This design comes from an exercise in tuning for small area, a short achievable clock period and few clock cycles per item on the open sky130 flow, not from production work.
Function was checked by simulation only, so behaviour that the tests miss may differ from the original.
No activity file was given, so power comes from the tool's default toggle rates.

==> flow/design.v (outline; a module is shown in full before it is edited, if it fits) <==
// module mac_csa: 2324 lines
// module mac_fin: 136 lines
// module mac_add: 651 lines
// module mac_ci: 80 lines
module mac_ci (
    input  logic        clk,
    input  logic        reset,
    input  logic        clk_en,
    input  logic        start,
    input  logic [2:0]  n,
    input  logic [31:0] dataa,
    input  logic [31:0] datab,
    output logic [31:0] result,
    output logic        done
);
  // ...
==> flow/flow/run.sh <==
#!/bin/bash
# Standard synthesis, then an inverter clean-up around the full-adder cells (fixinv.py),
# then the standard layout from the cleaned netlist.
set -euo pipefail
R=orfs/results/sky130hd/mac_ci/base
bash standard.sh synth > synth_std.log 2>&1
cp $R/1_2_yosys.v $R/1_2_yosys_std.v
python3 flow/fixinv.py $R/1_2_yosys_std.v $R/1_2_yosys.v > fixinv.log 2>&1
rm -f $R/1_synth.odb $R/1_synth.sdc
bash standard.sh "BUFFER_PORTS_ARGS=-buffer_cell sky130_fd_sc_hd__buf_2" finish > finish.log 2>&1
==> flow/flow/fixinv.py <==
#!/usr/bin/env python3
"""Polarity clean-up of a mapped sky130 netlist (written by yosys write_verilog -noattr).

A full adder is self-dual: fa(~a, ~b, ~c) = (~cout, ~sum). Yosys's extract_fa often picks
the inverted form of an adder and leaves inverters between adder cells. This script
chooses, for each fa cell, whether to use it in inverted form so that as few signals as
possible need an inverted copy, then removes every inverter and inserts one inverter per
signal that some sink needs inverted. The logic function of every output and register
input is unchanged; registers are untouched.

usage: fixinv.py IN.v OUT.v
"""
import re, sys, collections

src = open(sys.argv[1]).read()
lines = src.split('\n')

INV = re.compile(r'sky130_fd_sc_hd__(inv|clkinv)_\d+$')
FA = re.compile(r'sky130_fd_sc_hd__fa_\d+$')
OUTPINS = {'X', 'Y', 'Q', 'Q_N', 'SUM', 'COUT', 'HI', 'LO'}

# ---- parse module body into cells
head_re = re.compile(r'^\s*(sky130_fd_sc_hd__\w+)\s+(\\\S+|\S+)\s*\($')
pin_re = re.compile(r'^\s*\.(\w+)\((.*)\),?$')
cells = []          # [type, name, [(pin, net)], first_line, last_line]
i = 0
while i < len(lines):
    m = head_re.match(lines[i])
    if m:
        typ, name = m.group(1), m.group(2)
        pins = []
        j = i + 1
        while not lines[j].strip().startswith(');'):
            pm = pin_re.match(lines[j])
            assert pm, lines[j]
            nm = pm.group(2).strip()
            pins.append((pm.group(1), nm + ' ' if nm.startswith('\\') else nm))
            j += 1
        cells.append([typ, name, pins, i, j])
        i = j + 1
    else:
        i += 1

def is_out(typ, pin):
    return pin in OUTPINS

driver = {}                      # net -> (cell index, pin)
sinks = collections.defaultdict(list)   # net -> [(cell index, pin)]
for ci, (typ, name, pins, a, b) in enumerate(cells):
    for p, n in pins:
        if is_out(typ, p):
            driver[n] = (ci, p)
        else:
            sinks[n].append((ci, p))

inv_cells = {ci for ci, c in enumerate(cells) if INV.match(c[0])}
fa_cells = [ci for ci, c in enumerate(cells) if FA.match(c[0])]
XOR = re.compile(r'sky130_fd_sc_hd__x(n?)or2_(\d+)$')
xor_cells = [ci for ci, c in enumerate(cells) if XOR.match(c[0])]

def pin_net(ci, pin):
    for p, n in cells[ci][2]:
        if p == pin:
            return n
    raise KeyError

# root of a net through inverter chains: (root net, parity)
def root(n):
    par = 0
    while n in driver and driver[n][0] in inv_cells:
        n = pin_net(driver[n][0], 'A')
        par ^= 1
    return n, par

# every non-inverter sink pin: (cell, pin) -> (root, parity)
need = {}                        # (ci, pin) -> (root, parity)
for ci, c in enumerate(cells):
    if ci in inv_cells:
        continue
    for p, n in c[2]:
        if not is_out(c[0], p):
            need[(ci, p)] = root(n)
# module outputs driven through inverters: handled by keeping sinks list of port nets
port_out = set()
for l in lines:
    m = re.match(r'^\s*output\s+(\[[^\]]*\]\s*)?(\S+);', l)
    if m:
        port_out.add(m.group(2))
# nets that are ports (names); an inverter driving a port net must be kept as a sink
def base(n):
    return n.split('[')[0].lstrip('\\').strip()
port_sinks = []                  # (net driven by inverter that is an output port bit)
for ci in inv_cells:
    y = pin_net(ci, 'Y')
    if base(y) in port_out:
        port_sinks.append((y, root(y)))
assert not port_sinks, "inverter drives an output port; not handled"

fa_set = set(fa_cells) | set(xor_cells)
flip = {ci: 0 for ci in fa_set}
root_sinks = collections.defaultdict(list)   # root -> [(ci, pin, parity)]
for (ci, p), (r, par) in need.items():
    root_sinks[r].append((ci, p, par))

fa_in_set = set(fa_cells)
def drv_flip(r):
    d = driver.get(r)
    if d and d[0] in fa_set:
        return flip[d[0]]
    return 0

def root_cost(r):
    fd = drv_flip(r)
    for ci, p, par in root_sinks[r]:
        x = flip[ci] if ci in fa_in_set else 0
        if par ^ x ^ fd:
            return 1
    return 0

def fa_roots(ci):
    rs = set()
    for p, n in cells[ci][2]:
        if is_out(cells[ci][0], p):
            rs.add(n)
        elif ci in fa_in_set:
            rs.add(need[(ci, p)][0])
    return rs

before = sum(root_cost(r) for r in root_sinks)
improved = True
passes = 0
import random, math
rnd = random.Random(1)
nodes = sorted(fa_set)
roots_of = {ci: list(fa_roots(ci)) for ci in nodes}
cur = before
best = cur; best_flip = dict(flip)
T = 2.0
steps = 400000
for s in range(steps):
    T = 2.0 * (1 - s / steps) + 0.01
    ci = nodes[rnd.randrange(len(nodes))]
    rs = roots_of[ci]
    c0 = sum(root_cost(r) for r in rs)
    flip[ci] ^= 1
    c1 = sum(root_cost(r) for r in rs)
    d = c1 - c0
    if d <= 0 or rnd.random() < math.exp(-d / T):
        cur += d
        if cur < best:
            best = cur; best_flip = dict(flip)
    else:
        flip[ci] ^= 1
flip = best_flip
passes = steps
after = sum(root_cost(r) for r in root_sinks)

# ---- rewrite
inv_of = {}
new_cells = []
k = 0
def inv_net(r):
    global k
    if r not in inv_of:
        k += 1
        nn = f"_pfx{k}_"
        inv_of[r] = nn
        new_cells.append(f"  sky130_fd_sc_hd__inv_1 _pfxinv{k}_ (\n    .A({r}),\n    .Y({nn})\n  );")
    return inv_of[r]

newpin = {}
for (ci, p), (r, par) in need.items():
    x = flip[ci] if ci in fa_in_set else 0
    if par ^ x ^ drv_flip(r):
        newpin[(ci, p)] = inv_net(r)
    else:
        newpin[(ci, p)] = r

out = list(lines)
for ci in xor_cells:
    if flip[ci]:
        typ = cells[ci][0]
        m = XOR.match(typ)
        nt = f"sky130_fd_sc_hd__x{'' if m.group(1) else 'n'}or2_{m.group(2)}"
        a = cells[ci][3]
        out[a] = out[a].replace(typ, nt, 1)
        for li in range(a + 1, cells[ci][4]):
            pm = pin_re.match(lines[li])
            if pm.group(1) in ('X', 'Y'):
                comma = ',' if lines[li].rstrip().endswith(',') else ''
                nm = pm.group(2).strip()
                nm = nm + ' ' if nm.startswith('\\') else nm
                out[li] = f"    .{'Y' if m.group(1) == '' else 'X'}({nm}){comma}"

drop = set()
for ci in inv_cells:
    for l in range(cells[ci][3], cells[ci][4] + 1):
        drop.add(l)
for ci, (typ, name, pins, a, b) in enumerate(cells):
    if ci in inv_cells:
        continue
    for li in range(a + 1, b):
        pm = pin_re.match(lines[li])
        p = pm.group(1)
        if (ci, p) in newpin:
            comma = ',' if lines[li].rstrip().endswith(',') else ''
            out[li] = f"    .{p}({newpin[(ci, p)]}){comma}"
# declare new wires and add cells before endmodule
res = []
for li, l in enumerate(out):
    if li in drop:
        continue
    if l.strip() == 'endmodule':
        res.extend(new_cells)
    res.append(l)
# wire declarations right after the module header's port list (first 'wire' line)
for idx, l in enumerate(res):
    if re.match(r'^\s*wire\s', l):
        res[idx:idx] = [f"  wire _pfx{j}_;" for j in range(1, k + 1)]
        break
open(sys.argv[2], 'w').write('\n'.join(res))
print(f"fixinv: {len(inv_cells)} inverters before, {k} after "
      f"(root cost {before} -> {after}, {sum(flip.values())} of {len(fa_cells)} adders flipped, {passes} passes)")

if len(sys.argv) > 3:
    st = collections.Counter()
    for r, nn in inv_of.items():
        d = driver.get(r)
        dt = cells[d[0]][0].replace('sky130_fd_sc_hd__', '') + '.' + d[1] if d else 'port'
        sk = set()
        for ci, p, par in root_sinks[r]:
            x = flip[ci] if ci in fa_in_set else 0
            if par ^ x ^ drv_flip(r):
                sk.add(cells[ci][0].replace('sky130_fd_sc_hd__', ''))
        st[(dt, tuple(sorted(sk)))] += 1
    for kk, v in st.most_common(30):
        print(v, kk)
==> flow/standard.sh <==
#!/bin/bash
# synth_recipe.tcl (not shown) runs the flow's synth.tcl, then flattens the netlist and writes it again
# the make line also repeats each setting of config.mk as NAME=value (left out here)
make -C /OpenROAD-flow-scripts/flow DESIGN_CONFIG=/design/flow/config.mk WORK_HOME=/design/flow/orfs CLKGATE_MAP_FILE= SYNTH_SCRIPT=/design/flow/synth_recipe.tcl "${@:-finish}"
==> flow/config.mk <==
export PLATFORM = sky130hd
export DESIGN_NAME = mac_ci
export DESIGN_NICKNAME = mac_ci
export VERILOG_FILES = /design/flow/design.v
export SDC_FILE = /design/flow/constraint.sdc
export NUM_CORES = 4
export LEC_CHECK = 0
export ABC_AREA = 1
export CAP_MARGIN = 20
export CORE_MARGIN = 2
export CORE_UTILIZATION = 40
export SETUP_SLACK_MARGIN = 4.4
export SLEW_MARGIN = 20
==> flow/constraint.sdc <==
create_clock -name core_clock -period 10.0 [get_ports {clk}]
set_input_delay 2.0000 -clock core_clock [delete_from_list [all_inputs] [get_ports {clk}]]
set_output_delay 2.0000 -clock core_clock [all_outputs]
set_load 0.01 [all_outputs]
==> results by group, run 1 <==
Outcome
  • Status: complete, no violations

Layout
  • Max FFs per register: 128
  • Top class by area: multi-input gates
  • Number of non-clock buffers: 245
  • Largest registers: cut_q x128, acc_q x64

Detailed routing
  • Met2 routed WL: 49.7 mm
  • Iter 0 DRT Violations: 3,332

Clock tree
  • Post-CTS Resized: 165
  • CTS sink count: 198
  • TritonCTS clock tree: yes
  • TritonCTS Buffers: 17

Critical path
  • Largest stage delay, worst path: 0.56 ns
  • WP buf/inv: 4
  • RR Startpoint: acc_q[36]
  • Crit path cell chain: buf_12, buf_12, ha_4, clkinvlp_4, nor2_2, a21oi_1, fa_1, inv_2, fa_1, fa_1, fa_2, fa_1, fa_1
  • CP most frequent cell: fa_1

Timing
  • Hold Slack: 0.423 ns
  • Clock Skew: 0.0190 ns
  • Final Hold Viols: 0
  • Final setup fails: 0
  • Clock period minus final worst setup slack: 5.62 ns

Placement
  • RePlAce Congestion: 0.979

Worst hold path
  • Worst min-delay path endpoint: cut_q[127]

Global routing
  • Gr busiest metal: met2
  • Met3 usage: 0.0790

Synth
  • Syn Std Cell Area: 0.0303 sq mm
Testbench counts, summed over its fixed seeds: cycles 9,658, ops 4,829.
==> run 2, diff against run 1 <==
==> flow/flow/fixinv.py (replaced) <==
#!/usr/bin/env python3
"""Polarity clean-up of a mapped sky130 netlist (written by yosys write_verilog -noattr).

A full adder is self-dual: fa(~a, ~b, ~c) = (~cout, ~sum). Yosys's extract_fa often picks
the inverted form of an adder and leaves inverters between adder cells. This script
chooses, for each fa cell, whether to use it in inverted form, and for some simple gates
whether to swap them for their output-inverted twin (xor2/xnor2, nand2/and2, ...), so that
as few signals as possible need an inverted copy. It then removes every inverter and
inserts one inverter per signal that some sink needs inverted. The logic function of every
output and register input is unchanged; registers are untouched.

usage: fixinv.py IN.v OUT.v [stats]
"""
import re, sys, collections, random, math

src = open(sys.argv[1]).read()
lines = src.split('\n')
P = 'sky130_fd_sc_hd__'
INV = re.compile(P + r'(inv|clkinv)_\d+$')
FA = re.compile(P + r'fa_\d+$')
OUTPINS = {'X', 'Y', 'Q', 'Q_N', 'SUM', 'COUT', 'HI', 'LO'}
INV_AREA = 3.7536
# output-inverted twins with identical input pins: type -> (twin, twin output pin, area change)
TWINS = {}
def twin(a, ao, b, bo, aa, ba):
    TWINS[P + a] = (P + b, bo, ba - aa)
    TWINS[P + b] = (P + a, ao, aa - ba)
twin('xor2_1', 'X', 'xnor2_1', 'Y', 8.7584, 8.7584)
twin('o22ai_1', 'Y', 'o22a_1', 'X', 6.256, 8.7584)
twin('a22oi_1', 'Y', 'a22o_1', 'X', 7.5072, 8.7584)
twin('a21oi_1', 'Y', 'a21o_1', 'X', 5.0048, 7.5072)
twin('o21ai_0', 'Y', 'o21a_1', 'X', 5.0048, 7.5072)
twin('nand2_1', 'Y', 'and2_1', 'X', 3.7536, 6.256)
twin('nor2_1', 'Y', 'or2_1', 'X', 3.7536, 6.256)
twin('nand3_1', 'Y', 'and3_1', 'X', 5.0048, 6.256)
twin('nor3_1', 'Y', 'or3_1', 'X', 5.0048, 6.256)

# ---- parse module body into cells
head_re = re.compile(r'^\s*(sky130_fd_sc_hd__\w+)\s+(\\\S+|\S+)\s*\($')
pin_re = re.compile(r'^\s*\.(\w+)\((.*)\),?$')
cells = []          # [type, name, [(pin, net)], first_line, last_line]
i = 0
while i < len(lines):
    m = head_re.match(lines[i])
    if m:
        pins = []
        j = i + 1
        while not lines[j].strip().startswith(');'):
            pm = pin_re.match(lines[j])
            assert pm, lines[j]
            nm = pm.group(2).strip()
            pins.append((pm.group(1), nm + ' ' if nm.startswith('\\') else nm))
            j += 1
        cells.append([m.group(1), m.group(2), pins, i, j])
        i = j + 1
    else:
        i += 1

driver = {}
for ci, (typ, name, pins, a, b) in enumerate(cells):
    for p, n in pins:
        if p in OUTPINS:
            driver[n] = ci

inv_cells = {ci for ci, c in enumerate(cells) if INV.match(c[0])}
fa_cells = {ci for ci, c in enumerate(cells) if FA.match(c[0])}

def pin_net(ci, pin):
    for p, n in cells[ci][2]:
        if p == pin:
            return n
    raise KeyError(pin)

def root(n):
    par = 0
    while n in driver and driver[n] in inv_cells:
        n = pin_net(driver[n], 'A')
        par ^= 1
    return n, par

ports_out = set()
for l in lines:
    m = re.match(r'^\s*output\s+(\[[^\]]*\]\s*)?(\S+);', l)
    if m:
        ports_out.add(m.group(2))
def is_port_net(n):
    return n.split('[')[0].strip().lstrip('\\') in ports_out
for ci in inv_cells:
    assert not is_port_net(pin_net(ci, 'Y')), "inverter drives an output port"

need = {}                                     # (ci, pin) -> (root, parity)
for ci, c in enumerate(cells):
    if ci in inv_cells:
        continue
    for p, n in c[2]:
        if p not in OUTPINS:
            need[(ci, p)] = root(n)

fixed = set()
for n, ci in driver.items():
    if is_port_net(n):
        fixed.add(ci)
tw_cells = {ci for ci, c in enumerate(cells) if c[0] in TWINS and ci not in fixed}
fa_flip = fa_cells - fixed
nodes = sorted(fa_flip | tw_cells)
flip = {ci: 0 for ci in nodes}

root_sinks = collections.defaultdict(list)     # root -> [(ci, parity)]
for (ci, p), (r, par) in need.items():
    root_sinks[r].append((ci, par))

def drv_flip(r):
    d = driver.get(r)
    return flip.get(d, 0) if d is not None else 0

def sink_flip(ci):
    return flip[ci] if ci in fa_flip else 0

def root_cost(r):
    fd = drv_flip(r)
    for ci, par in root_sinks[r]:
        if par ^ sink_flip(ci) ^ fd:
            return INV_AREA
    return 0.0

def node_roots(ci):
    rs = set()
    for p, n in cells[ci][2]:
        if p in OUTPINS:
            if n in root_sinks:
                rs.add(n)
        elif ci in fa_flip:
            rs.add(need[(ci, p)][0])
    return list(rs)

def node_cost(ci):
    return TWINS[cells[ci][0]][2] if (ci in tw_cells and flip[ci]) else 0.0

roots_of = {ci: node_roots(ci) for ci in nodes}
def total():
    return sum(root_cost(r) for r in root_sinks) + sum(node_cost(ci) for ci in nodes)

before_inv = len(inv_cells)
cost0 = total()
best = cur = cost0
best_flip = dict(flip)
rnd = random.Random(1)
steps = 60 * len(nodes) * 20
for s in range(steps):
    T = 4.0 * (1 - s / steps) ** 2 + 0.02
    ci = nodes[rnd.randrange(len(nodes))]
    rs = roots_of[ci]
    c0 = sum(root_cost(r) for r in rs) + node_cost(ci)
    flip[ci] ^= 1
    c1 = sum(root_cost(r) for r in rs) + node_cost(ci)
    d = c1 - c0
    if d <= 0 or rnd.random() < math.exp(-d / T):
        cur += d
        if cur < best - 1e-9:
            best = cur
            best_flip = dict(flip)
    else:
        flip[ci] ^= 1
flip = best_flip
# greedy polish
improved = True
while improved:
    improved = False
    for ci in nodes:
        rs = roots_of[ci]
        c0 = sum(root_cost(r) for r in rs) + node_cost(ci)
        flip[ci] ^= 1
        c1 = sum(root_cost(r) for r in rs) + node_cost(ci)
        if c1 < c0 - 1e-9:
            improved = True
        else:
            flip[ci] ^= 1

# ---- rewrite
inv_of = {}
new_cells = []
k = 0
def inv_net(r):
    global k
    if r not in inv_of:
        k += 1
        nn = f"_pfx{k}_"
        inv_of[r] = nn
        new_cells.append(f"  {P}inv_1 _pfxinv{k}_ (\n    .A({r}),\n    .Y({nn})\n  );")
    return inv_of[r]

newpin = {}
for (ci, p), (r, par) in need.items():
    newpin[(ci, p)] = inv_net(r) if par ^ sink_flip(ci) ^ drv_flip(r) else r

out = list(lines)
ntw = 0
for ci in tw_cells:
    if flip[ci]:
        ntw += 1
        typ = cells[ci][0]
        nt, npin, _ = TWINS[typ]
        a = cells[ci][3]
        out[a] = out[a].replace(typ, nt, 1)
        for li in range(a + 1, cells[ci][4]):
            pm = pin_re.match(lines[li])
            if pm.group(1) in OUTPINS:
                comma = ',' if lines[li].rstrip().endswith(',') else ''
                nm = pm.group(2).strip()
                nm = nm + ' ' if nm.startswith('\\') else nm
                out[li] = f"    .{npin}({nm}){comma}"
drop = set()
for ci in inv_cells:
    drop.update(range(cells[ci][3], cells[ci][4] + 1))
for ci, (typ, name, pins, a, b) in enumerate(cells):
    if ci in inv_cells:
        continue
    for li in range(a + 1, b):
        pm = pin_re.match(lines[li])
        p = pm.group(1)
        if (ci, p) in newpin:
            comma = ',' if lines[li].rstrip().endswith(',') else ''
            out[li] = f"    .{p}({newpin[(ci, p)]}){comma}"
res = []
for li, l in enumerate(out):
    if li in drop:
        continue
    if l.strip() == 'endmodule':
        res.extend(new_cells)
    res.append(l)
for idx, l in enumerate(res):
    if re.match(r'^\s*wire\s', l):
        res[idx:idx] = [f"  wire _pfx{j}_;" for j in range(1, k + 1)]
        break
open(sys.argv[2], 'w').write('\n'.join(res))
print(f"fixinv: {before_inv} inverters before, {k} after; {sum(flip[c] for c in fa_flip)} of "
      f"{len(fa_cells)} adders flipped, {ntw} of {len(tw_cells)} gates swapped for their twin; "
      f"cost {cost0:.1f} -> {best:.1f} um2")

if len(sys.argv) > 3:
    st = collections.Counter()
    for r in inv_of:
        d = driver.get(r)
        dt = cells[d][0].replace(P, '') if d is not None else 'port'
        sk = set()
        for ci, par in root_sinks[r]:
            if par ^ sink_flip(ci) ^ drv_flip(r):
                sk.add(cells[ci][0].replace(P, ''))
        st[(dt, tuple(sorted(sk)))] += 1
    for kk, v in st.most_common(30):
        print(v, kk)
==> results by group, run 2 <==
Outcome
  • Status: complete, no violations (unchanged)

Detailed routing
  • Iter 0 DRT Violations: 3,316 (was 3,332)
  • Final wirelength: 117 mm (about the same)
  • Vias per inst: 5.94 (was 5.82)
  • Remaining antenna violation count: 0 (unchanged)
  • DRC Markers: 0 (unchanged)
  • Via Count: 25,511 (was 25,941)
  • Wire length per cell: 27.4 um (was 26.2 um)
  • Pre-antenna DRT Iters: 6 (unchanged)

Clock tree
  • TritonCTS Buffers: 17 (unchanged)
  • TritonCTS clock tree: yes (unchanged)
  • Clock transition at the registers of the reported paths: 0.08 ns (about the same)
  • CTS sink count: 198 (unchanged)
  • H-tree levels: 4 (unchanged)
  • CTS root buf: clkbuf_16 (unchanged)
  • Clk buf depth: 2 (unchanged)
  • Clock Latency Late Sink: 0.50 ns (about the same)

Floorplan
  • Die width: 277 um (was 279 um)
  • I/O pin cnt: 104 (unchanged)
  • Starting Density: 0.403 (was 0.405)
  • Core footprint: 0.0742 sq mm (was 0.0747 sq mm)
  • DIE HEIGHT: 277 um (was 279 um)
  • Die ar.: 0.0770 sq mm (was 0.0779 sq mm)
  • FP Rows: 100 (unchanged)

Power and ir drop
  • PD cells: 290 mW/mm^2 (was 291 mW/mm^2)
  • VDD IR max: 0.212 mV (was 0.206 mV)
  • Leakage: 0.0147 uW (was 0.0149 uW)
  • Tot Pwr: 9870 uW (was 10,000 uW)

Timing
  • Worst-Margin Slew: 1.01 ns (was 0.977 ns)
  • Final worst setup slack: 4.40 ns (was 4.38 ns)
  • Peak Freq: 0.179 GHz (was 0.178 GHz)
  • Final setup fails: 0 (unchanged)
  • Setup TNS Final: 0 ns (unchanged)
  • Final Hold Viols: 0 (unchanged)
  • Clock Skew: 0.0176 ns (was 0.0190 ns)
  • Fin crit share: 0.560 (was 0.562)
  • Clock period minus final worst setup slack: 5.60 ns (was 5.62 ns)
  • Slew margin rel.: 0.329 (was 0.349)
  • Slew Viols, Final: 0 (unchanged)
  • RSZ-0062 raised after global routing: yes (unchanged)

Global routing
  • Pin count of the biggest net entering global routing: 52 (was 61)
  • Vias in the first global route: 24,780 (was 24,961)
  • GRT overflow: 0 (unchanged)
  • Initial antenna violation count: 4 (was 3)
  • Global-route wire length before repair: 169 mm (was 168 mm)
  • Total track usage: 0.302 (was 0.297)

Placement
  • Port Buffers: 103 (unchanged)
  • RePlAce Congestion: 0.988 (was 0.979)
  • DP Wirelength: 87.0 mm (was 87.8 mm)
  • Placed Area: 0.0312 sq mm (was 0.0314 sq mm)
  • Place WS: 2.73 ns (about the same)

Layout
  • Layout filler cell count: 7,022 (was 7,062)
  • Reg with most FFs: cut_q (unchanged)
  • Area grow syn2layout: 13.9% (was 13.8%)
  • Max FFs per register: 128 (unchanged)
  • Most common library cell in the layout ignoring fill and taps: fa_1 (unchanged)
  • Final #Nets: 4,000 (was 4,169)
  • Commonest non-fill, non-tap cells in the layout: 474 x fa_1, 381 x xnor2_1, 272 x nand2_1, 266 x o22ai_1, 196 x nor2_1 (was 468 x fa_1, 385 x xnor2_1, 338 x inv_1, 297 x nand2_1, 235 x o22ai_1)
  • Multi-input gate area: 0.0250 sq mm (was 0.0247 sq mm)
  • Largest registers: cut_q x128, acc_q x64 (unchanged)
  • Share of layout cells above drive strength 1: 0.153 (was 0.149)
  • Design area: 0.0341 sq mm (was 0.0344 sq mm)
  • Storage cell area: 0.00400 sq mm (unchanged)
  • Post-Route Utilization: 0.459 (was 0.461)

Synth
  • Post-Syn Nets: 3,968 (was 4,140)
  • Syn Area/Cell: 9.13 sq um (was 8.78 sq um)
  • Syn. warnings: 1 (unchanged)
  • Syn Std Cell Area: 0.0299 sq mm (was 0.0303 sq mm)
  • Synth Instances: 3,275 (was 3,447)

Critical path
  • Critical setup path kind: input port to flop (unchanged)
  • Top fanout value on the critical path: 17 (was 15)
  • Crit path DAT: 5.96 ns (was 5.98 ns)
  • Worst EP required: 10.37 ns (about the same)
  • Crit end category: flop (unchanged)
  • Crit start category: input port (unchanged)

Worst hold path
  • Min-delay worst type: flop to flop (unchanged)

Job
  • Maxcap violations: 0 (unchanged)
## run 2: report_power, final
part	internal [uW]	leakage (uW)	switching [uW]
Sequential	1210	0.00165	140
Combinational	3270	0.0128	4520
Clock	371	0.000274	361
## run 2: timing repair
action	4_1_cts	5_1_grt
setup buffers	55	53
gates resized for setup	170	59
pin swaps	9	15
cloned	25	7
endpoints found under the setup margin	118	85
hold buffers	0	0
## run 2: layer usage
layer,GRT usage,up-vias,share of wire
li1,-,10989,-
met1,0.412,12636,0.40
met2,0.447,1592,0.43
met3,0.0841,290,0.12
met4,0.127,4,0.050
met5,0,-,0.00026
## run 2: worst paths after layout
| kind | start | endpoint | slack (ns) | cells after the start |
|---|---|---|---|---|
| setup / recovery | dataa[16] | cut_q[61] | 4.40 | 9 |
| hold / removal | acc_q[63] | cut_q[127] | 0.41 | 1 |
| setup reg to reg | acc_q[38] | cut_q[81] | 6.42 | 6 |
| hold reg to reg | acc_q[63] | cut_q[127] | 0.41 | 1 |
## run 2: area by class of cell
cell class,instances,share of cell area
multi-input cells,2619,0.734
diodes,3,0.000220
inverters,210,0.0288
clock buffers,18,0.0126
repair inverters,19,0.00331
repair buffers,242,0.0638
clock inverters,14,0.00434
well taps,969,0.0356
flip-flops and latches,198,0.117
## run 2: critical path: stages
cell	delay (ns)
buf_2	0.56
xnor2_1	0.27
o22ai_2	0.30
fa_1	0.49
fa_1	0.53
fa_1	0.44
fa_1	0.40
fa_1	0.51
fa_1	0.41
## run 2: metrics by stage
step / std cells / hold slack (ns)
CTS: 4229 / 0.405
global placement: 4117 / 0.382
floorplan: 3275 / 0.363
finish: 4292 / 0.410
global route: 4291 / 0.439
detailed placement: 4117 / 0.374
==> run 3, diff against run 2 <==
--- a/flow/config.mk
+++ b/flow/config.mk
@@ -10,4 +10,6 @@
 export CORE_MARGIN = 2
 export CORE_UTILIZATION = 40
+export CTS_BUF_LIST = sky130_fd_sc_hd__clkbuf_8
+export CTS_CLUSTER_SIZE = 30
 export SETUP_SLACK_MARGIN = 4.4
 export SLEW_MARGIN = 20
==> results by group, run 3 <==
Outcome
  • Status: complete, no violations (unchanged)

Timing
  • Final Hold Viols: 0 (unchanged)
  • Clock period minus final worst setup slack: 5.59 ns (was 5.60 ns)
  • Hold Slack: 0.415 ns (was 0.410 ns)
  • Slew Viols, Final: 0 (unchanged)
  • Final worst setup slack: 4.41 ns (was 4.40 ns)
  • Clock Skew: 0.0277 ns (was 0.0176 ns)
  • Slew margin rel.: 0.320 (was 0.329)
  • Peak Freq: 0.179 GHz (about the same)
  • Final setup fails: 0 (unchanged)
  • RSZ-0062 raised after global routing: yes (unchanged)
  • Worst-Margin Slew: 1.02 ns (was 1.01 ns)
  • Fin crit share: 0.559 (was 0.560)
  • Setup TNS Final: 0 ns (unchanged)

Detailed routing
  • Vias per inst: 5.94 (about the same)
  • Remaining antenna violation count: 0 (unchanged)
  • Wire length per cell: 27.3 um (was 27.4 um)
  • Final wirelength: 117 mm (about the same)
  • Via Count: 25,370 (was 25,511)
  • Pre-antenna DRT Iters: 6 (unchanged)
  • DRC Markers: 0 (unchanged)
  • Iter 0 DRT Violations: 3,288 (was 3,316)

Global routing
  • Initial antenna violation count: 5 (was 4)
  • Global-route wire length before repair: 168 mm (was 169 mm)
  • Pin count of the biggest net entering global routing: 52 (unchanged)
  • Total track usage: 0.299 (was 0.302)
  • GRT overflow: 0 (unchanged)
  • Vias in the first global route: 24,428 (was 24,780)

Worst hold path
  • Min-delay worst type: flop to flop (unchanged)

Critical path
  • Top fanout value on the critical path: 35 (was 17)
  • Largest stage delay, worst path: 0.56 ns (about the same)
  • Crit path cell chain: buf_12, ha_2, inv_6, nor2_1, a21o_1, fa_1, fa_1, fa_1, fa_1, fa_1, fa_1 (was buf_2, xnor2_1, o22ai_2, fa_1, fa_1, fa_1, fa_1, fa_1, fa_1)
  • Worst EP required: 10.46 ns (was 10.37 ns)
  • Worst reg-to-reg setup slack: 6.43 ns (was 6.42 ns)
  • Crit end category: flop (unchanged)
  • CP most frequent cell: fa_1 (unchanged)
  • Crit path DAT: 6.05 ns (was 5.96 ns)
  • WP buf/inv: 2 (was 1)
  • CP max-delay cell: fa_1 (was buf_2)
  • Reg-to-Reg End: cut_q[79] (was cut_q[81])
  • End point of the critical path: cut_q[61] (unchanged)
  • Crit start category: input port (unchanged)
  • RR Startpoint: acc_q[38] (unchanged)
  • Worst path depth: 11 (was 9)
  • R2R cell count: 6 (unchanged)
  • Critical path startpoint: datab[3] (was dataa[16])
  • Top Family by Delay on Critical Path: adder cells (unchanged)
  • Critical setup path kind: input port to flop (unchanged)

Floorplan
  • Starting Density: 0.403 (unchanged)
  • Die ar.: 0.0770 sq mm (unchanged)
  • Core footprint: 0.0742 sq mm (unchanged)
  • FP Rows: 100 (unchanged)
  • I/O pin cnt: 104 (unchanged)
  • Die width: 277 um (unchanged)
  • DIE HEIGHT: 277 um (unchanged)

Power and ir drop
  • PD cells: 290 mW/mm^2 (about the same)
  • VDD IR max: 0.185 mV (was 0.212 mV)
  • Leakage: 0.0145 uW (was 0.0147 uW)

Placement
  • Port Buffers: 103 (unchanged)
  • RePlAce Congestion: 0.988 (unchanged)
  • Placed Area: 0.0312 sq mm (unchanged)
  • DP Wirelength: 87.0 mm (unchanged)
  • Place WS: 2.73 ns (unchanged)

Clock tree
  • H-tree levels: 4 (unchanged)
  • Clk buf depth: 2 (unchanged)
  • CTS sink count: 198 (unchanged)
  • Clock transition at the registers of the reported paths: 0.11 ns (was 0.08 ns)
  • CTS root buf: clkbuf_8 (was clkbuf_16)
  • Clock Latency Late Sink: 0.59 ns (was 0.50 ns)
  • TritonCTS Buffers: 17 (unchanged)
  • TritonCTS clock tree: yes (unchanged)

Layout
  • Share of layout cells above drive strength 1: 0.148 (was 0.153)
  • Largest registers: cut_q x128, acc_q x64 (unchanged)
  • Area grow syn2layout: 12.1% (was 13.9%)
  • Max FFs per register: 128 (unchanged)
  • Most common library cell in the layout ignoring fill and taps: fa_1 (unchanged)
  • Reg with most FFs: cut_q (unchanged)
  • Design area: 0.0335 sq mm (was 0.0341 sq mm)
  • Final #Nets: 3,979 (was 4,000)
  • Commonest non-fill, non-tap cells in the layout: 475 x fa_1, 381 x xnor2_1, 273 x nand2_1, 271 x o22ai_1, 197 x nor2_1 (was 474 x fa_1, 381 x xnor2_1, 272 x nand2_1, 266 x o22ai_1, 196 x nor2_1)

Job
  • Maxcap violations: 0 (unchanged)

Synth
  • Syn Area/Cell: 9.13 sq um (unchanged)
  • Post-Syn Nets: 3,968 (unchanged)
  • Syn Std Cell Area: 0.0299 sq mm (unchanged)
  • Synth Instances: 3,275 (unchanged)
  • Syn. warnings: 1 (unchanged)
[run 3: where the power goes]
group	internal (uW)	leakage, uW	total, uW	switching (uW)
Sequential	1210	0.00165	1350	146
Combinational	3270	0.0126	7820	4550
Clock	223	0.000191	568	345
[run 3: repair_timing]
| item | 4_1_cts | 5_1_grt |
|---|---|---|
| cloned | 19 | 7 |
| pin swaps | 6 | 17 |
| buffers inserted | 35 | 58 |
| endpoints found under the setup margin | 115 | 78 |
| hold buffers | 0 | 0 |
| gates resized for setup | 147 | 70 |
[run 3: how the worst min path moves through the flow]
stage / start / endpoint / cells after the start
6_report: acc_q[63] / cut_q[127] / 1
3_3_place_gp: acc_q[63] / cut_q[127] / 1
5_1_grt: acc_q[63] / cut_q[127] / 1
3_5_place_dp: acc_q[63] / cut_q[127] / 1
2_1_floorplan: acc_q[63] / cut_q[127] / 1
4_1_cts: acc_q[63] / cut_q[127] / 1
[run 3: layer usage]
layer,track usage,share of wire,vias to the layer above
li1,-,-,10942
met1,0.418,0.41,12616
met2,0.445,0.43,1575
met3,0.0733,0.12,235
met4,0.117,0.044,2
met5,0,0.00011,-
[run 3: stage by stage]
stage	power [uW]	util	cells
CTS	9540	0.439	4203
finish	9740	0.452	4273
detailed placement	8770	0.420	4117
global placement	8560	0.420	4117
global route	10700	0.452	4271
floorplan	6600	-	3275
[run 3: cell type report]
type                       instances  area, sq um
timing repair buffer             224         1870
timing repair inverter            16         90.1
multi-input combinational       2619        25000
inverter                         210          975
clock inverter                    15          151
sequential                       198         4000
tap                              969         1210
clock buffer                      17          234
fill                            7098        40700
antenna                            5         12.5
[run 3: worst register-to-register path, cell delays in order, from the launching register on]
cell	delay, ns
dfxtp_1	0.70
fa_2	0.56
fa_1	0.51
fa_2	0.45
fa_2	0.35
fa_1	0.50
fa_1	0.40
==> run 4, diff against run 3 <==
--- a/flow/config.mk
+++ b/flow/config.mk
@@ -11,5 +11,5 @@
 export CORE_UTILIZATION = 40
 export CTS_BUF_LIST = sky130_fd_sc_hd__clkbuf_8
-export CTS_CLUSTER_SIZE = 30
-export SETUP_SLACK_MARGIN = 4.4
+export CTS_CLUSTER_SIZE = 16
+export SETUP_SLACK_MARGIN = 4.25
 export SLEW_MARGIN = 20
==> results by group, run 4 <==
Timing
  • Final setup fails: 0 (unchanged)
  • Final Hold Viols: 0 (unchanged)
  • RSZ-0062 raised after global routing: yes (unchanged)
  • Fin crit share: 0.572 (was 0.559)
  • Slew Viols, Final: 0 (unchanged)
  • Clock Skew: 0.0278 ns (was 0.0277 ns)
  • Setup TNS Final: 0 ns (unchanged)
  • Worst-Margin Slew: 1.00 ns (was 1.02 ns)
  • Slew margin rel.: 0.331 (was 0.320)
  • Hold Slack: 0.412 ns (was 0.415 ns)
  • Peak Freq: 0.175 GHz (was 0.179 GHz)
  • Clock period minus final worst setup slack: 5.72 ns (was 5.59 ns)

Global routing
  • Vias in the first global route: 24,393 (was 24,428)
  • GRT overflow: 0 (unchanged)
  • Initial antenna violation count: 4 (was 5)
  • Pin count of the biggest net entering global routing: 52 (unchanged)
  • Total track usage: 0.297 (was 0.299)
  • Global-route wire length before repair: 167 mm (was 168 mm)

Floorplan
  • Die width: 277 um (unchanged)
  • I/O pin cnt: 104 (unchanged)
  • Die ar.: 0.0770 sq mm (unchanged)
  • DIE HEIGHT: 277 um (unchanged)
  • Core footprint: 0.0742 sq mm (unchanged)
  • FP Rows: 100 (unchanged)
  • Starting Density: 0.403 (unchanged)

Synth
  • Post-Syn Nets: 3,968 (unchanged)
  • Syn. warnings: 1 (unchanged)
  • Syn Area/Cell: 9.13 sq um (unchanged)
  • Syn Std Cell Area: 0.0299 sq mm (unchanged)
  • Synth Instances: 3,275 (unchanged)

Power and ir drop
  • Tot Pwr: 9510 uW (was 9740 uW)
  • Leakage: 0.0141 uW (was 0.0145 uW)
  • P_int: 4570 uW (was 4700 uW)
  • Switching fraction of total power: 0.519 (was 0.517)
  • Gate power share: 0.803 (about the same)
  • Psw: 4940 uW (was 5040 uW)
  • VDD IR max: 0.187 mV (was 0.185 mV)
  • PD cells: 291 mW/mm^2 (was 290 mW/mm^2)
  • Sequential Power Share: 0.142 (was 0.139)
  • Clock power frac: 0.055 (was 0.058)

Layout
  • Largest registers: cut_q x128, acc_q x64 (unchanged)
  • Final #Nets: 3,955 (was 3,979)
  • Commonest non-fill, non-tap cells in the layout: 490 x fa_1, 391 x xnor2_1, 288 x o22ai_1, 275 x nand2_1, 198 x nor2_1 (was 475 x fa_1, 381 x xnor2_1, 273 x nand2_1, 271 x o22ai_1, 197 x nor2_1)
  • Area grow syn2layout: 9.22% (was 12.1%)
  • Share of layout cells above drive strength 1: 0.121 (was 0.148)
  • Post-Route Utilization: 0.440 (was 0.452)
  • Max FFs per register: 128 (unchanged)
  • Reg with most FFs: cut_q (unchanged)
  • Most common library cell in the layout ignoring fill and taps: fa_1 (unchanged)

Worst hold path
  • HP Start: acc_q[63] (unchanged)
  • Min-delay worst type: flop to flop (unchanged)
  • Hold Crit Depth: 1 (unchanged)
  • Worst min-delay path endpoint: cut_q[127] (unchanged)

Clock tree
  • Clock transition at the registers of the reported paths: 0.12 ns (was 0.11 ns)
  • H-tree levels: 4 (unchanged)
  • CTS root buf: clkbuf_8 (unchanged)
  • CTS sink count: 198 (unchanged)
  • TritonCTS Buffers: 17 (unchanged)
  • TritonCTS clock tree: yes (unchanged)
  • CTS Hold Buffers Added: 0 (unchanged)
  • Clk buf depth: 2 (unchanged)
  • Clock Latency Late Sink: 0.59 ns (about the same)

Detailed routing
  • Wire length per cell: 27.2 um (was 27.3 um)
  • Final wirelength: 116 mm (was 117 mm)
  • Met3 routed WL: 14.1 mm (was 13.6 mm)
  • Pre-antenna DRT Iters: 6 (unchanged)
  • Remaining antenna violation count: 0 (unchanged)
  • Max Used Layer: met5 (unchanged)
  • Met2 routed WL: 49.3 mm (was 50.6 mm)
  • Via Count: 25,173 (was 25,370)
  • Vias per inst: 5.93 (was 5.94)
  • Metal-1 WL: 46.2 mm (was 47.4 mm)
  • DRC Markers: 0 (unchanged)
  • Iter 0 DRT Violations: 3,370 (was 3,288)

Placement
  • RePlAce Congestion: 0.987 (was 0.988)
  • Port Buffers: 103 (unchanged)
  • DP Wirelength: 87.9 mm (was 87.0 mm)

Critical path
  • Reg-to-Reg End: cut_q[75] (was cut_q[79])
  • Crit start category: input port (unchanged)
  • Crit path DAT: 6.20 ns (was 6.05 ns)
  • R2R cell count: 6 (unchanged)
  • Worst reg-to-reg setup slack: 6.38 ns (was 6.43 ns)
  • RR Startpoint: acc_q[36] (was acc_q[38])
  • Critical setup path kind: input port to flop (unchanged)
  • Crit end category: flop (unchanged)
  • Top fanout value on the critical path: 14 (was 35)
  • Worst EP required: 10.48 ns (was 10.46 ns)

Job
  • Maxcap violations: 0 (unchanged)

Outcome
  • Status: complete, no violations (unchanged)
## run 4: changes by cell type in the layout (fill, tap and decap cells not counted), sizes merged
cell	delta
buf	-26
clkinvlp	+11
inv	-8
diode	-2
bufbuf	-2
clkinv	+3
bufinv	-2
## run 4: worst max-delay path, cell delays in order
cell,delay [ns]
buf_4,0.19
buf_12,0.18
ha_4,0.36
clkinvlp_2,0.54
o22ai_1,0.56
fa_1,0.52
fa_1,0.45
fa_1,0.44
fa_1,0.51
fa_1,0.42
## run 4: timing repair
action / in CTS / in global routing
pin swaps: 4 / 8
gates resized for setup: 109 / 70
gates cloned: 21 / 6
endpoints found under the setup margin: 100 / 94
buffers inserted: 29 / 36
## run 4: worst max path at each step
stage | startpoint | end
floorplan | datab[7] | cut_q[65]
global placement | datab[19] | cut_q[71]
detailed placement | datab[19] | cut_q[71]
CTS | datab[7] | cut_q[65]
global route | datab[3] | cut_q[67]
finish | datab[17] | cut_q[101]
## run 4: through the flow
step,cells,area [sq um],setup slack [ns]
floorplan,3275,30100,4.23
global placement,4120,30900,2.86
detailed placement,4120,30900,2.76
CTS,4202,32000,4.26
global route,4245,32700,4.23
finish,4247,32700,4.28
## run 4: metal layers
metal	GRT usage	up-vias
li1	-	10871
met1	0.407	12414
met2	0.442	1614
met3	0.0786	272
met4	0.127	2
met5	0	-
## run 4: final cells by class
class | instances | area, sq um
fillers | 7221 | 41500
multi-input cells | 2619 | 24600
flip-flops and latches | 198 | 4000
repair buffers | 196 | 1460
well taps | 969 | 1210
inverters | 210 | 922
clock buffers | 17 | 234
repair inverters | 20 | 120
clock inverters | 15 | 119
diodes | 3 | 7.51
## run 4: power groups by stage
stage,combinational [uW],sequential [uW],clock [uW]
2_1_floorplan,5220,1290,0
3_3_place_gp,7110,1360,0
3_5_place_dp,7300,1360,0
4_1_cts,7450,1350,535
5_1_grt,8500,1370,560
6_report,7640,1350,522
==> run 5, diff against run 4 <==
--- a/flow/config.mk
+++ b/flow/config.mk
@@ -10,6 +10,4 @@
 export CORE_MARGIN = 2
 export CORE_UTILIZATION = 40
-export CTS_BUF_LIST = sky130_fd_sc_hd__clkbuf_8
-export CTS_CLUSTER_SIZE = 16
 export SETUP_SLACK_MARGIN = 4.25
 export SLEW_MARGIN = 20
==> results by group, run 5 <==
Detailed routing
  • Pre-antenna DRT Iters: 7 (was 6)
  • Iter 0 DRT Violations: 3,159 (was 3,370)
  • Vias per inst: 5.92 (was 5.93)
  • Wire length per cell: 27.4 um (was 27.2 um)
  • DRC Markers: 0 (unchanged)
  • Remaining antenna violation count: 0 (unchanged)
  • Via Count: 25,189 (was 25,173)
  • Final wirelength: 116 mm (about the same)

Critical path
  • CP max-delay cell: clkinvlp_2 (was o22ai_1)
  • Crit path cell chain: buf_12, buf_12, inv_1, nor2_1, nand2_1, nand2_4, clkinvlp_2, o22ai_1, ha_1, fa_1, fa_1, fa_1, fa_1, fa_1 (was buf_4, buf_12, ha_4, clkinvlp_2, o22ai_1, fa_1, fa_1, fa_1, fa_1, fa_1)
  • R2R cell count: 6 (unchanged)
  • Reg-to-Reg End: cut_q[79] (was cut_q[75])
  • Critical setup path kind: input port to flop (unchanged)
  • RR Startpoint: acc_q[38] (was acc_q[36])
  • Crit end category: flop (unchanged)
  • Critical path startpoint: datab[3] (was datab[17])
  • Top fanout value on the critical path: 16 (was 14)
  • Largest stage delay, worst path: 0.51 ns (was 0.56 ns)
  • WP buf/inv: 4 (was 3)
  • Crit start category: input port (unchanged)
  • Worst path depth: 14 (was 10)
  • Crit path DAT: 6.11 ns (was 6.20 ns)
  • Top Family by Delay on Critical Path: adder cells (unchanged)
  • CP most frequent cell: fa_1 (unchanged)
  • Worst reg-to-reg setup slack: 6.37 ns (was 6.38 ns)
  • Worst EP required: 10.39 ns (was 10.48 ns)

Clock tree
  • CTS sink count: 198 (unchanged)
  • CTS root buf: clkbuf_16 (was clkbuf_8)
  • TritonCTS Buffers: 17 (unchanged)
  • TritonCTS clock tree: yes (unchanged)
  • Clock transition at the registers of the reported paths: 0.08 ns (was 0.12 ns)
  • Clock Latency Late Sink: 0.52 ns (was 0.59 ns)
  • Clk buf depth: 2 (unchanged)
  • H-tree levels: 4 (unchanged)
  • CTS Hold Buffers Added: 0 (unchanged)

Timing
  • Setup TNS Final: 0 ns (unchanged)
  • Final worst setup slack: 4.28 ns (about the same)
  • Worst-Margin Slew: 0.980 ns (was 1.00 ns)
  • Fin crit share: 0.572 (about the same)
  • Slew Viols, Final: 0 (unchanged)
  • Slew margin rel.: 0.340 (was 0.331)
  • Clock period minus final worst setup slack: 5.72 ns (about the same)
  • Final Hold Viols: 0 (unchanged)
  • Clock Skew: 0.0175 ns (was 0.0278 ns)
  • Peak Freq: 0.175 GHz (about the same)
  • RSZ-0062 raised after global routing: yes (unchanged)
  • Final setup fails: 0 (unchanged)

Outcome
  • Status: complete, no violations (unchanged)

Worst hold path
  • HP Start: acc_q[63] (unchanged)
  • Worst min-delay path endpoint: cut_q[127] (unchanged)
  • Min-delay worst type: flop to flop (unchanged)
  • Hold Crit Depth: 1 (unchanged)

Job
  • Maxcap violations: 0 (unchanged)

Placement
  • Port Buffers: 103 (unchanged)
  • DP Wirelength: 87.9 mm (unchanged)
  • Placed Cells: 4,120 (unchanged)
  • RePlAce Congestion: 0.987 (unchanged)
  • Place WS: 2.76 ns (unchanged)

Layout
  • Non-Filler Instances: 4,254 (was 4,247)
  • Largest registers: cut_q x128, acc_q x64 (unchanged)
  • Final #Nets: 3,964 (was 3,955)
  • Most common library cell in the layout ignoring fill and taps: fa_1 (unchanged)
  • Commonest non-fill, non-tap cells in the layout: 487 x fa_1, 391 x xnor2_1, 285 x o22ai_1, 277 x nand2_1, 197 x nor2_1 (was 490 x fa_1, 391 x xnor2_1, 288 x o22ai_1, 275 x nand2_1, 198 x nor2_1)
  • Max FFs per register: 128 (unchanged)
  • Multi-input gate area: 0.0246 sq mm (about the same)
  • Reg with most FFs: cut_q (unchanged)
  • Share of layout cells above drive strength 1: 0.125 (was 0.121)
  • Layout filler cell count: 7,177 (was 7,221)
  • Area grow syn2layout: 10.4% (was 9.22%)
  • Storage cell area: 0.00400 sq mm (unchanged)

Global routing
  • Initial antenna violation count: 4 (unchanged)
  • Global-route wire length before repair: 168 mm (was 167 mm)
  • Total track usage: 0.299 (was 0.297)
  • Pin count of the biggest net entering global routing: 52 (unchanged)
  • Vias in the first global route: 24,589 (was 24,393)
  • GRT overflow: 0 (unchanged)

Synth
  • Synth Instances: 3,275 (unchanged)
  • Post-Syn Nets: 3,968 (unchanged)
  • Syn. warnings: 1 (unchanged)
  • Syn Std Cell Area: 0.0299 sq mm (unchanged)
  • Syn Area/Cell: 9.13 sq um (unchanged)

Floorplan
  • I/O pin cnt: 104 (unchanged)
  • FP Rows: 100 (unchanged)
  • DIE HEIGHT: 277 um (unchanged)
  • Die width: 277 um (unchanged)
  • Core footprint: 0.0742 sq mm (unchanged)
  • Starting Density: 0.403 (unchanged)
  • Die ar.: 0.0770 sq mm (unchanged)

Power and ir drop
  • PD cells: 293 mW/mm^2 (was 291 mW/mm^2)
  • Leakage: 0.0143 uW (was 0.0141 uW)
  • VDD IR max: 0.177 mV (was 0.187 mV)
run 5: cell count changes in the layout (fill, tap and decap cells not counted), sizes merged:
cell    change
buf         +7
bufbuf      +1
clkbuf      -1
clkinv      -3
diode       -2
inv         +5
run 5: power breakdown:
part	leakage (uW)	internal, uW	switching, uW
combinational	0.0123	3180	4460
sequential	0.00165	1210	145
clock	0.000265	323	370
run 5: worst max path at each step:
stage	end	slack, ns
after detailed placement	cut_q[71]	2.76
after floorplan	cut_q[65]	4.23
after CTS	cut_q[71]	4.23
after global placement	cut_q[71]	2.86
after global routing	cut_q[53]	4.19
final	cut_q[53]	4.28
run 5: area by class of cell:
type / count / share of cell area
Antenna cell: 1 / 0.0000758
Clock buffer: 17 / 0.0129
Clock inverter: 15 / 0.00360
Inverter: 210 / 0.0277
Multi-Input combinational cell: 2619 / 0.746
Sequential cell: 198 / 0.121
Tap cell: 969 / 0.0367
Timing Repair Buffer: 203 / 0.0479
Timing Repair inverter: 22 / 0.00406
run 5: repair_timing:
| action | in CTS | in global routing |
|---|---|---|
| cloned | 25 | 6 |
| gates resized for setup | 130 | 59 |
| endpoints found under the setup margin | 107 | 91 |
| pin swaps | 4 | 10 |
| setup buffers | 37 | 33 |
run 5: metal layers:
layer	GRT usage	vias up	share of wire
met5	0	-	0.00011
met4	0.144	2	0.054
met3	0.0760	307	0.12
met2	0.443	1564	0.43
met1	0.407	12419	0.40
li1	-	10897	-
run 5: per-stage QoR:
step | util | power (uW) | instance area (sq um) | hold slack, ns
finish | 0.445 | 9690 | 33000 | 0.401
global route | 0.445 | 10600 | 33000 | 0.423
CTS | 0.436 | 9510 | 32400 | 0.406
detailed placement | 0.416 | 8670 | 30900 | 0.389
global placement | 0.416 | 8470 | 30900 | 0.383
floorplan | - | 6510 | 30100 | 0.363
==> run 6, diff against run 5 <==
--- a/flow/config.mk
+++ b/flow/config.mk
@@ -7,7 +7,7 @@
 export LEC_CHECK = 0
 export ABC_AREA = 1
-export CAP_MARGIN = 20
+export CAP_MARGIN = 5
 export CORE_MARGIN = 2
 export CORE_UTILIZATION = 40
 export SETUP_SLACK_MARGIN = 4.25
-export SLEW_MARGIN = 20
+export SLEW_MARGIN = 5
==> results by group, run 6 <==
Outcome
  • Status: complete, no violations (unchanged)

Timing
  • RSZ-0062 raised after global routing: yes (unchanged)
  • Slew margin rel.: 0.340 (unchanged)
  • Fin crit share: 0.572 (unchanged)
  • Clock period minus final worst setup slack: 5.72 ns (unchanged)
  • Setup TNS Final: 0 ns (unchanged)
  • Final Hold Viols: 0 (unchanged)
  • Worst-Margin Slew: 0.980 ns (unchanged)
  • Peak Freq: 0.175 GHz (unchanged)
  • Clock Skew: 0.0175 ns (unchanged)
  • Slew Viols, Final: 0 (unchanged)
  • Final setup fails: 0 (unchanged)
  • Final worst setup slack: 4.28 ns (unchanged)

Worst hold path
  • Min-delay worst type: flop to flop (unchanged)
  • Worst min-delay path endpoint: cut_q[127] (unchanged)
  • Hold Crit Depth: 1 (unchanged)
  • HP Start: acc_q[63] (unchanged)

Critical path
  • RR Startpoint: acc_q[38] (unchanged)
  • Top fanout value on the critical path: 16 (unchanged)
  • Worst EP required: 10.39 ns (about the same)
  • Crit path DAT: 6.11 ns (about the same)
  • R2R cell count: 6 (unchanged)
  • Worst reg-to-reg setup slack: 6.37 ns (about the same)
  • Largest stage delay, worst path: 0.51 ns (about the same)
  • CP max-delay cell: clkinvlp_2 (unchanged)
  • CP most frequent cell: fa_1 (unchanged)
  • Reg-to-Reg End: cut_q[79] (unchanged)
  • Crit path cell chain: buf_12, buf_12, inv_1, nor2_1, nand2_1, nand2_4, clkinvlp_2, o22ai_1, ha_1, fa_1, fa_1, fa_1, fa_1, fa_1 (unchanged)
  • Crit start category: input port (unchanged)
  • Crit end category: flop (unchanged)
  • Critical setup path kind: input port to flop (unchanged)

Global routing
  • Total track usage: 0.299 (unchanged)
  • Vias in the first global route: 24,589 (unchanged)
  • Initial antenna violation count: 4 (unchanged)
  • GRT overflow: 0 (unchanged)
  • Global-route wire length before repair: 168 mm (unchanged)
  • Pin count of the biggest net entering global routing: 52 (unchanged)

Clock tree
  • CTS Hold Buffers Added: 0 (unchanged)
  • TritonCTS Buffers: 17 (unchanged)
  • Clk buf depth: 2 (unchanged)
  • CTS root buf: clkbuf_16 (unchanged)
  • TritonCTS clock tree: yes (unchanged)
  • H-tree levels: 4 (unchanged)
  • Clock transition at the registers of the reported paths: 0.08 ns (about the same)
  • CTS sink count: 198 (unchanged)
  • Clock Latency Late Sink: 0.52 ns (about the same)

Synth
  • Syn. warnings: 1 (unchanged)
  • Synth Instances: 3,275 (unchanged)
  • Post-Syn Nets: 3,968 (unchanged)
  • Syn Std Cell Area: 0.0299 sq mm (unchanged)
  • Syn Area/Cell: 9.13 sq um (unchanged)

Detailed routing
  • Iter 0 DRT Violations: 3,159 (unchanged)
  • DRC Markers: 0 (unchanged)
  • Via Count: 25,189 (unchanged)
  • Vias per inst: 5.92 (unchanged)
  • Remaining antenna violation count: 0 (unchanged)
  • Wire length per cell: 27.4 um (unchanged)
  • Pre-antenna DRT Iters: 7 (unchanged)
  • Final wirelength: 116 mm (unchanged)

Layout
  • Reg with most FFs: cut_q (unchanged)
  • Max FFs per register: 128 (unchanged)
  • Non-Filler Instances: 4,254 (unchanged)
  • Layout filler cell count: 7,177 (unchanged)
  • Most common library cell in the layout ignoring fill and taps: fa_1 (unchanged)
  • Share of layout cells above drive strength 1: 0.125 (unchanged)
  • Multi-input gate area: 0.0246 sq mm (unchanged)
  • Final #Nets: 3,964 (unchanged)
  • Largest registers: cut_q x128, acc_q x64 (unchanged)
  • Storage cell area: 0.00400 sq mm (unchanged)
  • Area grow syn2layout: 10.4% (unchanged)
  • Commonest non-fill, non-tap cells in the layout: 487 x fa_1, 391 x xnor2_1, 285 x o22ai_1, 277 x nand2_1, 197 x nor2_1 (unchanged)

Floorplan
  • Starting Density: 0.403 (unchanged)
  • Die width: 277 um (unchanged)
  • I/O pin cnt: 104 (unchanged)
  • DIE HEIGHT: 277 um (unchanged)
  • FP Rows: 100 (unchanged)
  • Core footprint: 0.0742 sq mm (unchanged)
  • Die ar.: 0.0770 sq mm (unchanged)

Power and ir drop
  • Psw: 4970 uW (unchanged)
  • Switching fraction of total power: 0.514 (unchanged)
  • Gate power share: 0.789 (about the same)
  • Clock power frac: 0.071 (about the same)
  • VDD IR max: 0.177 mV (unchanged)
  • PD cells: 293 mW/mm^2 (unchanged)
  • Leakage: 0.0143 uW (unchanged)
  • Sequential Power Share: 0.140 (about the same)
  • P_int: 4710 uW (unchanged)

Placement
  • Place WS: 2.76 ns (unchanged)
  • Port Buffers: 103 (unchanged)
  • RePlAce Congestion: 0.987 (unchanged)
  • DP Wirelength: 87.9 mm (unchanged)
  • Placed Cells: 4,120 (unchanged)

Job
  • Maxcap violations: 0 (unchanged)
-- run 6: final cells by class --
cell class                      instances  share of cell area
Tap cell                              969              0.0367
Timing Repair inverter                 22             0.00406
Timing Repair Buffer                  203              0.0479
Sequential cell                       198               0.121
Inverter                              210              0.0277
Clock inverter                         15             0.00360
Multi-Input combinational cell       2619               0.746
Antenna cell                            1           0.0000758
Clock buffer                           17              0.0129
-- run 6: repair_timing --
action | in CTS | in global routing
gates cloned | 25 | 6
resized for setup | 130 | 59
pin swaps | 4 | 10
endpoints found under the setup margin | 107 | 91
buffers inserted | 37 | 33
-- run 6: power groups by stage --
stage                     logic (uW)  clock network (uW)  registers [uW]
after floorplan                 5220                   0            1290
after global placement          7110                   0            1360
after detailed placement        7300                   0            1360
after CTS                       7460                 703            1350
after global routing            8500                 726            1370
final                           7640                 692            1350
-- run 6: metrics by stage --
stage / cell area, sq um / util / power (uW) / hold WS [ns]
6_report: 33000 / 0.445 / 9690 / 0.401
5_1_grt: 33000 / 0.445 / 10600 / 0.423
4_1_cts: 32400 / 0.436 / 9510 / 0.406
3_5_place_dp: 30900 / 0.416 / 8670 / 0.389
3_3_place_gp: 30900 / 0.416 / 8470 / 0.383
2_1_floorplan: 30100 / - / 6510 / 0.363
-- run 6: how the worst max path moves through the flow --
stage,start,to,slack [ns],depth (start not counted)
floorplan,datab[7],cut_q[65],4.23,14
global placement,datab[19],cut_q[71],2.86,13
detailed placement,datab[19],cut_q[71],2.76,13
CTS,datab[9],cut_q[71],4.23,12
global route,datab[3],cut_q[53],4.19,14
finish,datab[3],cut_q[53],4.28,14
-- run 6: worst max-delay path, delay by kind of cell --
family,cells,cell delay [ns]
and+or+nand+nor,3,0.38
buffers and inverters,4,0.91
AOI/OAI and AO/OA,1,0.34
adders and majority gates,6,2.45
-- run 6: per-layer routing --
metal,up-vias,part of all wire,track usage
met5,-,0.00011,0
met2,1564,0.43,0.443
met3,307,0.12,0.0760
met4,2,0.054,0.144
met1,12419,0.40,0.407
li1,10897,-,-
==> run 7, diff against run 6 <==
==> flow/flow/run.sh (replaced) <==
#!/bin/bash
# Standard synthesis, then a clean-up of the combinational logic: inverter clean-up around
# the full-adder cells (fixinv.py) and a re-run of ABC with adders and registers kept
# (reabc.sh), twice; then the standard layout from the cleaned netlist.
set -euo pipefail
R=orfs/results/sky130hd/mac_ci/base
L=orfs/logs/sky130hd/mac_ci/base
bash standard.sh synth > synth_std.log 2>&1
cp $R/1_2_yosys.v $R/1_2_yosys_std.v
python3 flow/fixinv.py $R/1_2_yosys_std.v $R/1_2_fix1.v > fixinv1.log 2>&1
bash flow/reabc.sh $R/1_2_fix1.v $R/1_2_abc1.v $L/1_2_yosys.log > reabc1.log 2>&1
python3 flow/fixinv.py $R/1_2_abc1.v $R/1_2_fix2.v > fixinv2.log 2>&1
bash flow/reabc.sh $R/1_2_fix2.v $R/1_2_yosys.v $L/1_2_yosys.log > reabc2.log 2>&1
rm -f $R/1_synth.odb $R/1_synth.sdc
bash standard.sh "BUFFER_PORTS_ARGS=-buffer_cell sky130_fd_sc_hd__buf_2" finish > finish.log 2>&1
--- a/flow/flow/fixinv.py
+++ b/flow/flow/fixinv.py
@@ -177,5 +177,9 @@
             flip[ci] ^= 1
 
-# ---- rewrite
+# ---- rewrite (new names must not clash with names already in the netlist)
+tag = 0
+while f"_fi{tag}n" in src:
+    tag += 1
+PFX = f"_fi{tag}n"
 inv_of = {}
 new_cells = []
@@ -185,7 +189,7 @@
     if r not in inv_of:
         k += 1
-        nn = f"_pfx{k}_"
+        nn = f"{PFX}{k}_"
         inv_of[r] = nn
-        new_cells.append(f"  {P}inv_1 _pfxinv{k}_ (\n    .A({r}),\n    .Y({nn})\n  );")
+        new_cells.append(f"  {P}inv_1 {PFX}i{k}_ (\n    .A({r}),\n    .Y({nn})\n  );")
     return inv_of[r]
 
@@ -231,5 +235,5 @@
 for idx, l in enumerate(res):
     if re.match(r'^\s*wire\s', l):
-        res[idx:idx] = [f"  wire _pfx{j}_;" for j in range(1, k + 1)]
+        res[idx:idx] = [f"  wire {PFX}{j}_;" for j in range(1, k + 1)]
         break
 open(sys.argv[2], 'w').write('\n'.join(res))
==> flow/flow/reabc.sh (new file) <==
#!/bin/bash
# usage: reabc.sh IN.v OUT.v SYNTH_LOG
# Re-run ABC (the same area script, liberty and don't-use list as the standard synthesis)
# on the combinational logic of a mapped netlist. Full adders, half adders and registers
# are kept as they are (black boxes), so register names and cells do not change.
set -euo pipefail
IN=$1; OUT=$2; LOG=$3
LIB=$(grep -o -- '-liberty [^ ]*' "$LOG" | head -1 | cut -d' ' -f2)
DU=$(grep -o -- '-dont_use [^ ]*' "$LOG" | sort -u | tr '\n' ' ')
SCRIPT=$(grep -o -- 'abc -script [^ ]*' "$LOG" | head -1 | cut -d' ' -f3)
YOSYS=yosys
[[ -x "$FLOW_HOME/../tools/install/yosys/bin/yosys" ]] && YOSYS="$FLOW_HOME/../tools/install/yosys/bin/yosys"
KEEP=$(grep -o -E 'sky130_fd_sc_hd__(fa|ha|dfxtp|edfxtp|dfrtp|dfstp|dfxbp|conb)_[0-9]+' "$IN" | sort -u | tr '\n' ' ')
cat > "$OUT.ys" <<EOT
read_liberty -ignore_miss_func $LIB
blackbox $KEEP
read_verilog $IN
hierarchy -top $FLOW_TOP
flatten
opt -purge
abc -script $SCRIPT -liberty $LIB $DU
opt_clean -purge
tee -o $OUT.stat stat -liberty $LIB
write_verilog -noattr -noexpr $OUT
EOT
"$YOSYS" -q "$OUT.ys"
--- a/flow/config.mk
+++ b/flow/config.mk
@@ -7,7 +7,7 @@
 export LEC_CHECK = 0
 export ABC_AREA = 1
-export CAP_MARGIN = 5
+export CAP_MARGIN = 20
 export CORE_MARGIN = 2
 export CORE_UTILIZATION = 40
 export SETUP_SLACK_MARGIN = 4.25
-export SLEW_MARGIN = 5
+export SLEW_MARGIN = 20
==> results by group, run 7 <==
Detailed routing
  • Iter 0 DRT Violations: 3,242 (was 3,159)
  • Final wirelength: 113 mm (was 116 mm)
  • Wire length per cell: 26.5 um (was 27.4 um)
  • Pre-antenna DRT Iters: 5 (was 7)
  • Vias per inst: 5.98 (was 5.92)
  • Via Count: 25,485 (was 25,189)
  • DRC Markers: 0 (unchanged)
  • Remaining antenna violation count: 0 (unchanged)

Timing
  • Hold Slack: 0.416 ns (was 0.401 ns)
  • Final Hold Viols: 0 (unchanged)
  • RSZ-0062 raised after global routing: yes (unchanged)
  • Clock Skew: 0.0225 ns (was 0.0175 ns)
  • Final setup fails: 0 (unchanged)
  • Slew margin rel.: 0.236 (was 0.340)
  • Slew Viols, Final: 0 (unchanged)
  • Setup TNS Final: 0 ns (unchanged)
  • Worst-Margin Slew: 1.13 ns (was 0.980 ns)
  • Clock period minus final worst setup slack: 5.77 ns (was 5.72 ns)
  • Fin crit share: 0.577 (was 0.572)
  • Peak Freq: 0.173 GHz (was 0.175 GHz)

Floorplan
  • I/O pin cnt: 104 (unchanged)
  • Die width: 273 um (was 277 um)
  • Starting Density: 0.404 (was 0.403)
  • Core footprint: 0.0715 sq mm (was 0.0742 sq mm)
  • DIE HEIGHT: 273 um (was 277 um)
  • FP Rows: 98 (was 100)
  • Die ar.: 0.0744 sq mm (was 0.0770 sq mm)

Worst hold path
  • Min-delay worst type: flop to flop (unchanged)

Layout
  • Layout filler cell count: 6,941 (was 7,177)
  • Share of layout cells above drive strength 1: 0.133 (was 0.125)
  • Design area: 0.0327 sq mm (was 0.0330 sq mm)
  • Max FFs per register: 128 (unchanged)
  • Most common library cell in the layout ignoring fill and taps: xnor2_1 (was fa_1)
  • Storage cell area: 0.00399 sq mm (was 0.00400 sq mm)
  • # diodes: 0 (was 1)
  • Final #Nets: 3,993 (was 3,964)
  • Multi-input gate area: 0.0240 sq mm (was 0.0246 sq mm)
  • Largest registers: cut_q x128, acc_q x64 (unchanged)
  • Commonest non-fill, non-tap cells in the layout: 499 x xnor2_1, 481 x fa_1, 465 x nand2_1, 437 x o22ai_1, 195 x dfxtp_1 (was 487 x fa_1, 391 x xnor2_1, 285 x o22ai_1, 277 x nand2_1, 197 x nor2_1)
  • Area grow syn2layout: 13.3% (was 10.4%)
  • Reg with most FFs: cut_q (unchanged)

Power and ir drop
  • Tot Pwr: 10,300 uW (was 9690 uW)
  • VDD IR max: 0.186 mV (was 0.177 mV)
  • PD cells: 316 mW/mm^2 (was 293 mW/mm^2)
  • Leakage: 0.0135 uW (was 0.0143 uW)

Clock tree
  • Clk buf depth: 2 (unchanged)
  • TritonCTS Buffers: 17 (unchanged)
  • CTS root buf: clkbuf_16 (unchanged)
  • Clock transition at the registers of the reported paths: 0.09 ns (was 0.08 ns)
  • TritonCTS clock tree: yes (unchanged)
  • CTS Hold Buffers Added: 0 (unchanged)
  • CTS sink count: 198 (unchanged)
  • Clock Latency Late Sink: 0.50 ns (was 0.52 ns)
  • H-tree levels: 4 (unchanged)

Critical path
  • Top fanout value on the critical path: 30 (was 16)
  • Crit end category: flop (unchanged)
  • Crit path DAT: 6.15 ns (was 6.11 ns)
  • Crit start category: input port (unchanged)
  • Worst EP required: 10.38 ns (was 10.39 ns)
  • Worst reg-to-reg setup slack: 6.58 ns (was 6.37 ns)
  • Critical setup path kind: input port to flop (unchanged)

Synth
  • Syn Area/Cell: 9.14 sq um (was 9.13 sq um)
  • Syn Std Cell Area: 0.0289 sq mm (was 0.0299 sq mm)
  • Syn. warnings: 1 (unchanged)
  • Synth Instances: 3,159 (was 3,275)
  • Post-Syn Nets: 3,852 (was 3,968)

Placement
  • RePlAce Congestion: 0.995 (was 0.987)
  • DP Wirelength: 86.8 mm (was 87.9 mm)
  • Placed Area: 0.0303 sq mm (was 0.0309 sq mm)
  • Port Buffers: 103 (unchanged)

Global routing
  • Total track usage: 0.302 (was 0.299)
  • GRT overflow: 0 (unchanged)
  • Global-route wire length before repair: 164 mm (was 168 mm)
  • Pin count of the biggest net entering global routing: 43 (was 52)
  • Initial antenna violation count: 1 (was 4)
  • Vias in the first global route: 24,435 (was 24,589)

Job
  • Maxcap violations: 0 (unchanged)

Outcome
  • Status: complete, no violations (unchanged)
==> run 7: cell count changes in the layout (fill, tap and decap cells not counted), sizes merged, moves of 22 or more <==
cell and delta:
a21o -101, a21oi -79, a22o -64, and2 -22, buf +27, nand2 +164
nand4 +29, nor2 -68, o22ai +168, xnor2 +108, xor2 -144
==> run 7: path summary, 6_finish.rpt <==
path / depth (start not counted) / start / endpoint
setup reg to reg: 6 / acc_q[27] / cut_q[57]
hold / removal: 1 / acc_q[63] / cut_q[127]
setup / recovery: 12 / datab[7] / cut_q[73]
hold reg to reg: 1 / acc_q[63] / cut_q[127]
==> run 7: per-layer routing <==
metal  up-vias  share of wire  track usage
li1      11035              -            -
met1     12471           0.40        0.414
met3       309           0.12       0.0746
met2      1668           0.42        0.438
met4         2          0.064        0.162
met5         -       0.000062            0
==> run 7: worst max-delay path, cell delays in order <==
cell and delay, ns:
buf_2 0.14, buf_12 0.16, ha_2 0.38, inv_1 0.08
buf_12 0.16, o22ai_1 0.29, fa_1 0.51, fa_1 0.56
fa_1 0.43, fa_1 0.40, fa_1 0.52, fa_1 0.43
==> run 7: report_power, final <==
group / internal (uW) / switching, uW / total [uW]
Combinational: 3310 / 4810 / 8130
Sequential: 1260 / 181 / 1440
Clock: 384 / 377 / 761
Total: 4960 / 5370 / 10300
==> run 7: layout make-up <==
| cell class | instances | share of cell area |
|---|---|---|
| Clock buffer | 17 | 0.0130 |
| Clock inverter | 15 | 0.00604 |
| Inverter | 220 | 0.0284 |
| Multi-Input combinational cell | 2614 | 0.732 |
| Sequential cell | 198 | 0.122 |
| Tap cell | 950 | 0.0363 |
| Timing Repair Buffer | 231 | 0.0580 |
| Timing Repair inverter | 18 | 0.00382 |
==> run 7: timing repair <==
action / CTS / global route
setup endpoints to repair: 98 / 90
cloned: 19 / 4
gates resized for setup: 98 / 104
pin swaps: 0 / 10
hold endpoints to repair: 0 / 0
buffers inserted: 35 / 52
==> run 7: stage by stage <==
stage	utilization	setup slack, ns	cells
2_1_floorplan	-	4.29	3159
3_3_place_gp	0.424	2.77	4121
3_5_place_dp	0.424	2.73	4121
4_1_cts	0.445	4.25	4207
5_1_grt	0.458	4.15	4263
6_report	0.458	4.23	4263

-- afterwards: timing with drivers on the ports --
The results above use ideal ports. As a check the final layouts listed here were re-extracted and re-timed, cells and wires unchanged.
Step 1 sets driving cells, clkbuf_16 on the clock port and buf_2 on the other inputs (assumed; they add their load-dependent delay and slew).
Step 2 also shifts input and output timing later by t, the mid clock arrival at the registers, as if the neighbouring blocks saw the same clock.
Three values: ideal, step 1, step 2; two values: the first two.
run	shift t [ns]	slack for setup (ns)
run 1	0.563	4.385 / 4.354 / 3.791
run 2	0.561	4.405 / 4.409 / 3.848
run 3	0.643	4.406 / 4.345 / 3.703
run 4	0.639	4.283 / 4.303 / 3.663
run 5	0.573	4.281 / 4.280 / 3.707
run 6	0.573	4.281 / 4.280 / 3.707
run 7	0.553	4.230 / 4.239 / 3.685
After both steps every run listed still meets setup and hold.
